From an optimization exercise on the open Yosys and OpenROAD flow, aimed at small area; shortcuts taken in it are not production practice.
At most, simulation tests tie the RTL to the original design; equivalence was not proved.
Power and IR drop assume default switching activity.

==> v1: inputs <==
## conn_manager_top
module conn_manager_top (
    input  logic                          clk,
    input  logic                          reset,
    input  logic                          initialize,
    output logic                          initialized,
    input  logic                          cmd_valid,
    output logic                          cmd_ready,
    input  logic                          cmd_open,
    input  logic [32-1:0]  cmd_conn_id,
    input  logic [32-1:0]       cmd_dest_ip,
    input  logic [16-1:0]     cmd_dest_port,
    output logic                          status_valid,
    input  logic                          status_ready,
    output logic [32-1:0]  status_conn_id,
    output conn_mgr_pkg::cm_err_e         status_err,
    input  logic                          rpc_in_valid,
    input  logic [32-1:0]  rpc_in_conn_id,
    input  logic [64-1:0]  rpc_in_payload,
    output logic                          rpc_out_valid,
    output logic [32-1:0]  rpc_out_conn_id,
    output logic [64-1:0]  rpc_out_payload,
    output logic [32-1:0]       rpc_out_dest_ip,
    output logic [16-1:0]     rpc_out_dest_port,
    output logic                          error
);
    localparam int AW = 4;
    localparam int NE = 2**AW;
    localparam int DW = 32 + 16;
    localparam int NR = NE / 2;
    logic           sweeping;
    logic [AW-1:0]  sweep_addr;
    always_ff @(posedge clk) begin
        if (reset) begin
            sweeping    <= 1'b0;
            sweep_addr  <= '0;
            initialized <= 1'b0;
        end else if (sweeping) begin
            sweep_addr <= sweep_addr + 1'b1;
            if (&sweep_addr) begin
                sweeping    <= 1'b0;
                initialized <= 1'b1;
            end
        end else if (initialize) begin
            sweeping    <= 1'b1;
            initialized <= 1'b0;
        end
    end
    typedef enum logic [1:0] {ST_IDLE, ST_CHECK, ST_REPORT} exec_state_e;
    logic                          op_valid, op_valid_nx;
    logic                          d_open;
    logic                          d_in_range;
    logic                          d_st;
    logic [32-1:0]  d_id;
    logic [DW-1:0]                 d_dest;
    logic [AW-1:0]                 d_addr;
    logic                          cmd_accept;
    logic                          cmd_in_range;
  ...
export LEC_CHECK = 0
export CAP_MARGIN = 20
export CORE_MARGIN = 2
export CORE_UTILIZATION = 85
export SLEW_MARGIN = 20
create_clock -name core_clock -period 5.0 [get_ports {clk}]
standard.sh (not shown) runs the stock make flow with config.mk's settings and CLKGATE_MAP_FILE= SYNTH_SCRIPT=/design/flow/synth_recipe.tcl, a recipe that flattens the netlist after the stock synthesis.
==> flow/flow/run.sh <==
#!/bin/bash
set -euo pipefail
export BUFFER_PORTS_ARGS="-buffer_cell sky130_fd_sc_hd__buf_1"
export CTS_ARGS="-sink_clustering_enable -repair_clock_nets -dont_use_dummy_load -sink_clustering_size 16 -sink_clustering_max_diameter 50 -buf_list sky130_fd_sc_hd__clkbuf_8"
bash standard.sh finish > flow.log 2>&1
==> v37 (differences from v1) <==
--- a/flow/design.v
+++ b/flow/design.v
@@ -60,102 +60,86 @@
         end else if (initialize) begin
             sweeping    <= 1'b1;
             initialized <= 1'b0;
         end
     end
     typedef enum logic [1:0] {ST_IDLE, ST_CHECK, ST_REPORT} exec_state_e;
-    logic                          op_valid, op_valid_nx;
+    exec_state_e state;
+    logic                          op_valid;
     logic                          d_open;
-    logic                          d_in_range;
-    logic                          d_st;
     logic [32-1:0]  d_id;
     logic [DW-1:0]                 d_dest;
-    logic [AW-1:0]                 d_addr;
     logic                          cmd_accept;
-    logic                          cmd_in_range;
-    logic                          cmd_st;
-    exec_state_e                   state, state_nx;
+    assign cmd_ready  = initialized && !op_valid;
+    assign cmd_accept = cmd_valid && cmd_ready;
+    always_ff @(posedge clk) begin
+        if (reset) begin
+            op_valid <= 1'b0;
+        end else if (cmd_accept) begin
+            op_valid <= 1'b1;
+        end else if (state == ST_IDLE) begin
+            op_valid <= 1'b0;
+        end
+    end
+    always_ff @(posedge clk) begin
+        if (cmd_accept) begin
+            d_open <= cmd_open;
+            d_id   <= cmd_conn_id;
+            d_dest <= {cmd_dest_ip, cmd_dest_port};
+        end
+    end
+    logic [NE-1:0]  st;
+    logic [AW-1:0]  d_addr;
+    logic           d_in_range;
+    logic           d_st;
+    assign d_addr     = d_id[AW-1:0];
+    assign d_in_range = ~|d_id[32-1:AW];
+    assign d_st       = st[d_addr];
+    logic                          capture;
+    logic [1:0]                    cap_err;
     logic [32-1:0]  e_id;
     logic [1:0]                    e_err;
-    logic                          capture;
-    logic [1:0]                    cap_err;
     logic                          st_we;
     logic                          res_valid;
     logic                          res_ready;
-    logic [NE-1:0]                 st, st_nx;
-    assign cmd_ready  = initialized && !op_valid;
-    assign cmd_accept = cmd_valid && cmd_ready;
-    always_comb begin
-        if (reset) begin
-            op_valid_nx = 1'b0;
-        end else if (cmd_accept) begin
-            op_valid_nx = 1'b1;
-        end else if (state == ST_IDLE) begin
-            op_valid_nx = 1'b0;
-        end else begin
-            op_valid_nx = op_valid;
-        end
-    end
-    always_comb begin
-        state_nx = state;
-        if (reset) begin
-            state_nx = ST_IDLE;
+    assign capture = op_valid && (state == ST_IDLE);
+    assign cap_err = !d_in_range     ? 2'd1 :
+                     (d_st == d_open) ? {1'b1, !d_open} : 2'd0;
+    always_ff @(posedge clk) begin
+        if (reset) begin
+            state <= ST_IDLE;
         end else begin
             case (state)
                 ST_IDLE: begin
                     if (op_valid) begin
-                        state_nx = d_in_range ? ST_CHECK : ST_REPORT;
+                        state <= d_in_range ? ST_CHECK : ST_REPORT;
                     end
                 end
-                ST_CHECK: state_nx = ST_REPORT;
+                ST_CHECK: state <= ST_REPORT;
                 default: begin
                     if (res_ready) begin
-                        state_nx = ST_IDLE;
+                        state <= ST_IDLE;
                     end
                 end
             endcase
         end
     end
     always_ff @(posedge clk) begin
-        op_valid <= op_valid_nx;
-        state    <= state_nx;
-    end
-    assign st_we = (state == ST_CHECK) && (e_err == 2'd0);
-    always_comb begin
-        for (int i = 0; i < NE; i++) begin
-            if (sweeping) begin
-                st_nx[i] = 1'b0;
-            end else if (st_we && (e_id[AW-1:0] == AW'(i))) begin
-                st_nx[i] = !st[i];
-            end else begin
-                st_nx[i] = st[i];
-            end
-        end
-    end
-    always_ff @(posedge clk) begin
-        st <= st_nx;
-    end
-    assign cmd_in_range = ~|cmd_conn_id[32-1:AW];
-    assign cmd_st       = st_nx[cmd_conn_id[AW-1:0]];
-    always_ff @(posedge clk) begin
-        if (cmd_accept) begin
-            d_open     <= cmd_open;
-            d_in_range <= cmd_in_range;
-            d_st       <= cmd_st;
-            d_id       <= cmd_conn_id;
-            d_dest     <= {cmd_dest_ip, cmd_dest_port};
-        end
-    end
-    assign d_addr  = d_id[AW-1:0];
-    assign capture = op_valid && (state == ST_IDLE);
-    assign cap_err = !d_in_range     ? 2'd1 :
-                     (d_st == d_open) ? {1'b1, !d_open} : 2'd0;
-    always_ff @(posedge clk) begin
         if (capture) begin
             e_id  <= d_id;
             e_err <= cap_err;
+        end
+    end
+    assign st_we = (state == ST_CHECK) && (e_err == 2'd0);
+    always_ff @(posedge clk) begin
+        for (int i = 0; i < NE; i++) begin
+            if (sweeping) begin
+                st[i] <= 1'b0;
+            end else if (st_we && (e_id[AW-1:0] == AW'(i))) begin
+                st[i] <= !st[i];
+            end
         end
     end
     assign res_valid = (state == ST_REPORT);
     assign res_ready = !status_valid;
     always_ff @(posedge clk) begin
         if (reset) begin
@@ -169,39 +153,33 @@
     always_ff @(posedge clk) begin
         if (res_valid && res_ready) begin
             status_conn_id <= e_id;
             status_err     <= conn_mgr_pkg::cm_err_e'(e_err);
         end
     end
-    logic               ph, ph_nx;
-    logic               lo_nx;
-    logic [AW-1:0]      addr_nx;
-    logic               wr_slot_nx;
-    logic [NR-1:0]      ring_we;
-    logic [NR-1:0]      ring_hold;
+    logic               ph;
+    logic               dest_we;
     logic [DW-1:0]      slot0 [0:NR-1];
     logic [DW-1:0]      slot1 [0:NR-1];
-    assign ph_nx = reset ? 1'b0 : !ph;
-    always_ff @(posedge clk) begin
-        ph <= ph_nx;
-    end
-    assign lo_nx   = cmd_accept ? (cmd_open && cmd_in_range && !cmd_st) :
-                                  (d_open && d_in_range && !d_st);
-    assign addr_nx = cmd_accept ? cmd_conn_id[AW-1:0] : d_addr;
-    assign wr_slot_nx = ((op_valid_nx && (state_nx == ST_IDLE)) || (state_nx == ST_CHECK)) &&
-                        lo_nx && (addr_nx[0] != ph_nx);
-    always_ff @(posedge clk) begin
-        for (int r = 0; r < NR; r++) begin
-            ring_we[r]   <= wr_slot_nx && (addr_nx[AW-1:1] == (AW-1)'(r));
-            ring_hold[r] <= !(wr_slot_nx && (addr_nx[AW-1:1] == (AW-1)'(r)));
-        end
-    end
+    always_ff @(posedge clk) begin
+        if (reset) begin
+            ph <= 1'b0;
+        end else begin
+            ph <= !ph;
+        end
+    end
+    assign dest_we = (capture || (state == ST_CHECK)) && d_open && d_in_range && !d_st &&
+                     (d_addr[0] != ph);
     for (genvar r = 0; r < NR; r++) begin : g_ring
         always_ff @(posedge clk) begin
             slot1[r] <= slot0[r];
-            slot0[r] <= ({DW{ring_we[r]}} & d_dest) | ({DW{ring_hold[r]}} & slot1[r]);
+            if (dest_we && (d_addr[AW-1:1] == (AW-1)'(r))) begin
+                slot0[r] <= d_dest;
+            end else begin
+                slot0[r] <= slot1[r];
+            end
         end
     end
     logic                   in_range;
     logic                   in_open;
     logic                   s1_ok;
     logic                   s1_closed;
==> flow/run.sh (new file) <==
#!/bin/bash
# synth_recipe.tcl (not shown) runs the flow's synth.tcl, then flattens the netlist and writes it again
# the make line also repeats each setting of config.mk as NAME=value (left out here)
make -C /OpenROAD-flow-scripts/flow DESIGN_CONFIG=/design/flow/config.mk WORK_HOME=/design/flow/orfs CLKGATE_MAP_FILE= SYNTH_SCRIPT=/design/flow/synth_recipe.tcl finish
--- a/flow/config.mk
+++ b/flow/config.mk
@@ -4,8 +4,10 @@
 export VERILOG_FILES = /design/flow/design.v
 export SDC_FILE = /design/flow/constraint.sdc
 export NUM_CORES = 4
 export LEC_CHECK = 0
 export CAP_MARGIN = 20
 export CORE_MARGIN = 2
-export CORE_UTILIZATION = 85
+export CORE_UTILIZATION = 40
+export CTS_CLUSTER_DIAMETER = 80
+export CTS_CLUSTER_SIZE = 30
 export SLEW_MARGIN = 20
removed: flow/flow/run.sh
removed: flow/standard.sh
==> v22 (differences from v1) <==
==> flow/flow/run.sh (replaced) <==
#!/bin/bash
set -euo pipefail
export BUFFER_PORTS_ARGS="-buffer_cell sky130_fd_sc_hd__buf_1"
export CTS_ARGS="-sink_clustering_enable -repair_clock_nets -dont_use_dummy_load -sink_clustering_size 8 -sink_clustering_max_diameter 40 -buf_list sky130_fd_sc_hd__clkbuf_4"
bash standard.sh finish > flow.log 2>&1
--- a/flow/config.mk
+++ b/flow/config.mk
@@ -4,8 +4,10 @@
 export VERILOG_FILES = /design/flow/design.v
 export SDC_FILE = /design/flow/constraint.sdc
 export NUM_CORES = 4
 export LEC_CHECK = 0
 export CAP_MARGIN = 20
 export CORE_MARGIN = 2
-export CORE_UTILIZATION = 85
+export CORE_UTILIZATION = 65
+export CTS_CLUSTER_DIAMETER = 80
+export CTS_CLUSTER_SIZE = 30
 export SLEW_MARGIN = 20
==> comparison table <==
metric                                                                      v37                   v22                  v1
Clk pin slew, worst setup/hold paths                                    0.11 ns               0.08 ns             0.11 ns
Final cell utilization of the core                                        47.4%                 71.5%               92.6%
Adder and majority gate portion of the synthesized area                 0.0730%               0.0744%             0.0744%
Worst-path maximum fanout                                                    34                    30                  26
WL met1                                                                39300 µm              37100 µm            34200 µm
Result of the run                                      timing/DRC/antenna clean  timing/DRC/antenna clean  timing/DRC/antenna clean
Flop+latch power                                                        9100 µW               9270 µW             9270 µW
Highest ir drop seen on vdd                                              323 µV                293 µV              447 µV
Destination of the critical timing path                     rpc_out_dest_ip[27]  rpc_out_dest_port[0]  rpc_out_dest_ip[1]
Maximum level of the CTS H-tree                                               2                     4                   3
Core area                                                             85000 µm²             51200 µm²           38800 µm²
Sequential cell count of the final layout                                  1100                  1118                1118
Final Non-Filler Cells                                                     3741                  3457                3183
Leakage power of the design                                           0.0157 µW             0.0134 µW           0.0131 µW
Reg-to-reg slack, setup                                                 1.56 ns               1.71 ns             1.19 ns
Routability Congestion                                                    0.781                 0.856               0.898
Synth Area per Inst                                                    15.1 µm²              13.8 µm²            13.8 µm²
Total via count in the routed design                                      20300                 23500               26200
Sw power                                                                3080 µW               3020 µW             3000 µW
Share of Yosys cell area claimed by the top area cell type                55.5%                 57.6%               57.6%
Only the layout flow was run in v37; the RTL was not checked for function there.

## what the ideal ports hide
How much do the figures lean on ideal ports? The routed layouts below were timed once more, with nothing changed but the port constraints. Step 1 sets driving cells, clkbuf_16 on the clock port and buf_2 on the other inputs (assumed; they add their load-dependent delay and slew). Step 2 times the ports against the registers' clock, not the clock port: input delays grow and output delays shrink by t, the midpoint of the rising clock arrivals with the driver on. Slacks: ideal ports / drivers / drivers and shift; pairs: ideal ports / drivers.
| run | t, ns | slack for setup (ns) | worst setup path after step 2 | cell pins on the clock port's net |
|---|---|---|---|---|
| v1 | 0.737 | 1.037 / 0.982 / 1.189 | register to register | 1 |
| v37 | 0.692 | 0.770 / 0.701 / 1.393 | register to output | 1 |
| v22 | 1.084 | 0.860 / 0.802 / 1.707 | register to register | 1 |
After both steps every run listed still meets setup and hold.
